Background: an optimization exercise with open tools, aiming at small area, a short achievable clock period and few clock cycles per item. Do not read the settings as production practice.
Function was checked by simulation only, so behaviour that the tests miss may differ from the original.
No activity file was given, so power comes from the tool's default toggle rates.

## keyframe_tangent_unit
module keyframe_tangent_unit
#(
   parameter int FRAC_BITS = 16
)
(
   input  wire logic        clock,
   input  wire logic        reset,
   input  wire logic        csr_wen,
   input  wire logic [1:0]  csr_wdata,    
   input  wire logic        req_tvalid,
   output logic             req_tready,
   input  wire logic [63:0] req_tdata,    
   input  wire logic        req_tlast,
   output logic             rsp_tvalid,
   input  wire logic        rsp_tready,
   output logic [63:0]      rsp_tdata,    
   output logic [9:0]       rsp_tuser,    
   output logic             rsp_tlast
);
   typedef enum logic [2:0] {S_PLAN, S_TIN, S_M2, S_M3, S_M4, S_DIV} state_type;
   typedef enum logic [1:0] {K_TIN, K_LIN, K_SM, K_RAT} kind_type;
   localparam logic [1:0] SEL_NK = 2'd0, SEL_KP = 2'd1, SEL_NP = 2'd2;
   logic [1:0]  mode_ff;
   logic [31:0] pt_ff, pv_ff, kt_ff, kv_ff, nt_ff, nv_ff;
   logic        hasp_ff, hask_ff, hasn_ff;
   logic        klin_ff, kconst_ff, nlin_ff, nconst_ff;    
   logic        klast_ff, nlast_ff;
   logic        sx1_ff, sy1_ff, zx1_ff, zy1_ff;    
   state_type   state_ff;
   kind_type    kind_ff;
   logic [1:0]  xsel_ff, ysel_ff;
   logic [31:0] rem_ff, den_ff;
   logic [5:0]  cnt_ff;
   logic        neg_ff, first_ff, ovf_ff, dz_ff, tin0_ff;
   logic        sok_ff, al4_ff, zsm_ff;
   logic        psok_ff, pok_ff;                   
   logic        hiseg_ff;                          
   logic [31:0] odhi_ff, odlo_ff;
   logic        ov_ff, olast_ff;
   localparam int QD = 4;
   logic [2:0]  fcnt_ff;
   logic [2:0]  fq_ff [QD];                       
   logic [1:0]  omode_ff;
   logic [31:0] xf, xs, yf, ys, xmag, ymag;
   logic        xneg, xzero, yneg, yzero;
   logic        can_skip, can_skipb, do_skipb;
   logic [1:0]  digit;
   logic [31:0] rem_step, quo_step, rem_skip, quo_skip, rem_skipb, quo_skipb;
   logic [33:0] den3_ff;
   logic        den3ok_ff;
   kft_absdiff u_x (.f(xf), .s(xs), .mag(xmag), .neg(xneg), .zero(xzero));
  ...
For scale: about 150 I/O pins.
clock: 11.0 ns
lec_check: 0
cap_margin: 20
core_margin: 2
core_utilization: 40
place_density: 0.6
slew_margin: 20
standard.sh (not shown) runs the stock make flow with config.mk's settings and CLKGATE_MAP_FILE= SYNTH_SCRIPT=/design/flow/synth_recipe.tcl, a recipe that flattens the netlist after the stock synthesis.
==> flow/flow/run.sh <==
#!/bin/bash
# Standard layout, with repair_timing aiming below the design's period.
set -o pipefail
export SETUP_SLACK_MARGIN=6.3
export BUFFER_PORTS_ARGS="-buffer_cell sky130_fd_sc_hd__buf_2"
bash standard.sh > standard.log 2>&1
The starting point passed the timing, design-rule and antenna checks.
Testbench counts at the start, summed over its fixed seeds: cycles 45,596, items 8,035.
Next try:
==> flow/flow/run.sh (replaced) <==
#!/bin/bash
# Standard layout, with repair_timing aiming below the design's period.
set -o pipefail
export SETUP_SLACK_MARGIN=6.3
export BUFFER_PORTS_ARGS="-buffer_cell sky130_fd_sc_hd__buf_1"
bash standard.sh > standard.log 2>&1
=> The changed run produced a clean layout; routed wire length increases slightly; global-route usage went up by 0.43 points; setup slack loses 0.057 ns; total power shrinks slightly; cell count came out lower slightly; die area does not change; first-iteration DRC count fell by a few percent.
Next try:
==> flow/flow/run.sh (replaced) <==
#!/bin/bash
# Standard layout, with repair_timing aiming below the design's period.
set -o pipefail
export SETUP_SLACK_MARGIN=6.3
export BUFFER_PORTS_ARGS="-buffer_cell sky130_fd_sc_hd__buf_2"
bash standard.sh > standard.log 2>&1
Settings changed: GPL_ROUTABILITY_DRIVEN set to 0.
After rerunning: Total power rises by 1.2%. Worst hold slack is worse by 0.0078 ns. Clock-buffer cell count falls by 4. Combinational power hardly moves.


Starting RTL as in the previous note.
clock: 11.0 ns
lec_check: 0
cap_margin: 20
core_margin: 2
core_utilization: 40
place_density: 0.6
slew_margin: 20
==> flow/flow/run.sh <==
#!/bin/bash
# Standard layout, with repair_timing aiming below the design's period.
set -o pipefail
export SETUP_SLACK_MARGIN=6.45
bash standard.sh > standard.log 2>&1
Testbench counts at the start, summed over its fixed seeds: cycles 45,596, items 8,035.
Rerun with:
--- a/flow/flow/run.sh
+++ b/flow/flow/run.sh
@@ -4 +4 @@
-export SETUP_SLACK_MARGIN=6.45
+export SETUP_SLACK_MARGIN=6.3
The new run completed with no timing, DRC or antenna violations.
Worst setup slack is worse by 0.068 ns.
Design area went down by 2.3%.
Maximum frequency decreases by about 1.5%.

separate check: timing with driven ports:
Ports are ideal in the flow. The routed layouts listed here were re-timed in OpenROAD. Step 1: set_driving_cell puts a clkbuf_16 on clock and a buf_2 on each other input, an assumption about the parent block. Step 2 also shifts input and output timing later by t, the mid clock arrival at the registers, as if the neighbouring blocks saw the same clock. Three values: no drivers, after step 1, after step 2; two values: the first two.
| run | t (ns) | slack for setup (ns) | hold WS [ns] | slew at the worst register clock pin (ns) | worst data-port slew with drivers (ns) |
|---|---|---|---|---|---|
| the first run of note 1 | 0.683 | 6.334 / 6.305 / 5.908 | 0.455 / 0.455 / 0.455 | 0.07 / 0.07 | 0.07 |
| the second run of note 1 | 0.684 | 6.277 / 6.277 / 5.860 | 0.459 / 0.459 / 0.459 | 0.07 / 0.07 | 0.06 |
| the third run of note 1 | 0.688 | 6.174 / 6.174 / 5.962 | 0.451 / 0.451 / 0.451 | 0.07 / 0.07 | 0.06 |
| the first run of note 2 | 0.696 | 6.380 / 6.372 / 5.894 | 0.454 / 0.454 / 0.454 | 0.07 / 0.07 | 0.07 |
| the second run of note 2 | 0.690 | 6.311 / 6.311 / 5.806 | 0.460 / 0.460 / 0.460 | 0.07 / 0.07 | 0.08 |
After both steps setup and hold are still met in every run listed. For the second run of note 2, which loses most, drivers alone change the setup slack by 0.000 ns; drivers and shift together by -0.505 ns.
